This is an optimization exercise on Yosys and OpenROAD, whose aim is small area and a short achievable clock period, not a production implementation.
Only simulation tests tie the RTL to the original design; equivalence was not proved.

==> inputs of 03-20 <==
// musb_mult_accum
module musb_mult_accum #(
  parameter int WIDTH = 32
) (
  input  logic                 clk,
  input  logic                 rst,
  input  logic [WIDTH-1:0]     input_a,
  input  logic [WIDTH-1:0]     input_b,
  input  logic [2*WIDTH-1:0]   accum_in,
  input  logic                 signed_operation,
  input  logic [1:0]           op,
  input  logic                 enable_op,
  input  logic                 stall,
  input  logic                 flush,
  output logic [2*WIDTH-1:0]   mult_result,
  output logic                 active,
  output logic                 ready
);
export LEC_CHECK = 0
export CAP_MARGIN = 20
export CORE_MARGIN = 2
export CORE_UTILIZATION = 40
export CTS_CLUSTER_DIAMETER = 120
export CTS_CLUSTER_SIZE = 25
export SETUP_SLACK_MARGIN = 4.55
export SLEW_MARGIN = 20
export SYNTH_HIERARCHICAL = 1
export SYNTH_MINIMUM_KEEP_SIZE = 0
create_clock -name core_clock -period 8.0 [get_ports {clk}]
standard.sh (not shown) runs the stock make flow with config.mk's settings and CLKGATE_MAP_FILE= SYNTH_SCRIPT=/design/flow/synth_recipe.tcl, a recipe that flattens the netlist after the stock synthesis.
==> flow/flow/run.sh <==
#!/bin/bash
# The standard layout (the standard.sh, unchanged synthesis and steps), with
# one change: the buffer that placement puts on every input and output port is
# sky130_fd_sc_hd__buf_1 instead of the cell buffer_ports picks by default.
set -euo pipefail
export BUFFER_PORTS_ARGS="-buffer_cell sky130_fd_sc_hd__buf_1"
bash standard.sh > standard.log 2>&1
==> inputs of 02-28, as changes to 03-20 <==
==> flow/run.sh (new file) <==
#!/bin/bash
# synth_recipe.tcl (not shown) runs the flow's synth.tcl, then flattens the netlist and writes it again
# the make line also repeats each setting of config.mk as NAME=value (left out here)
make -C /OpenROAD-flow-scripts/flow DESIGN_CONFIG=/design/flow/config.mk WORK_HOME=/design/flow/orfs CLKGATE_MAP_FILE= SYNTH_SCRIPT=/design/flow/synth_recipe.tcl finish
CTS_CLUSTER_DIAMETER = not set   (was 120)
CTS_CLUSTER_SIZE = not set   (was 25)
SETUP_SLACK_MARGIN = 4.6   (was 4.55)
removed: flow/flow/run.sh
removed: flow/standard.sh
==> run summary <==
- Of 02-28 and 03-20, 03-20 has the higher register-to-register slack (gap 40 ps).
- In 03-20 the setup slack is higher than in 02-28, by 38 ps.
- In synthesized cell count, 03-20 and 02-28 do not differ.
- Between 03-20 and 02-28, the lower first-iteration DRC count is in 03-20 (gap about 1.2%, measured against 02-28).
- Between 02-28 and 03-20, the lower critical path depth is in 03-20 (gap 1).
- Of 03-20 and 02-28, 02-28 has the higher global-route usage (gap 0.14 points).
- Cell count: 03-20 is smaller than 02-28 (1.1%).
- Design area: 03-20 is lower than 02-28 (about 5.6%).
- Between 03-20 and 02-28, the lower utilization is in 03-20 (gap 2.5 points).
==> figures <==
Result of the run: 02-28 finished clean; 03-20 finished clean
Number of global-route vias before repair: 02-28 29.4k; 03-20 29.2k
Critical path origin: 02-28 r1_one[7]$_DFFE_PN_; 03-20 r1_one[4]$_DFFE_PN_
Max incr delay on CP: 02-28 560 ps; 03-20 580 ps
Wire length of the first global-routing pass: 02-28 200,000 um; 03-20 199,000 um
Data required, critical path: 02-28 8360 ps; 03-20 8380 ps
Multi-input combinational area share: 02-28 56.3%; 03-20 59.1%
Worst EP arrival: 02-28 3830 ps; 03-20 3820 ps
Fraction of final layout cells sized beyond drive strength 1: 02-28 15.9%; 03-20 13.2%
Initial drt markers: 02-28 3,512; 03-20 3,470
Final instance count without filler cells: 02-28 4,797; 03-20 4,745
Nets@finish: 02-28 4,109; 03-20 4,080
Hold Path Sink: 02-28 r3[3]$_DFFE_PN_; 03-20 r3[1]$_DFFE_PN_
TritonRoute pass-1 iters: 02-28 6; 03-20 8
Worst reg-to-reg setup slack: 02-28 4530 ps; 03-20 4570 ps
Total vias in the final route: 02-28 28.0k; 03-20 28.2k
Clock buffer cells: 02-28 63; 03-20 38

## afterwards: timing with drivers on the ports
In the flow no input, the clock included, has a driving cell. The finished layouts below were timed again as built, in two steps.
Step 1 sets driving cells, clkbuf_16 on the clock port and buf_2 on the other inputs (assumed; they add their load-dependent delay and slew).
Step 2 times the ports against the registers' clock, not the clock port: input delays grow and output delays shrink by t, the midpoint of the rising clock arrivals with the driver on.
Slacks: ideal / step 1 / step 2; pairs: ideal / step 1.
run	t, ns	setup WS [ns]	hold WS [ns]	worst setup path after step 2	worst data-port slew with drivers (ns)
03-20	0.690	4.569 / 4.569 / 4.492	0.426 / 0.426 / 0.426	input to register	0.06
02-28	0.689	4.530 / 4.530 / 4.260	0.420 / 0.420 / 0.420	input to register	0.06
After both steps every run listed still meets setup and hold. The setup slack of 02-28, which loses most, moves by 0.000 ns with the drivers and by -0.270 ns with both steps.
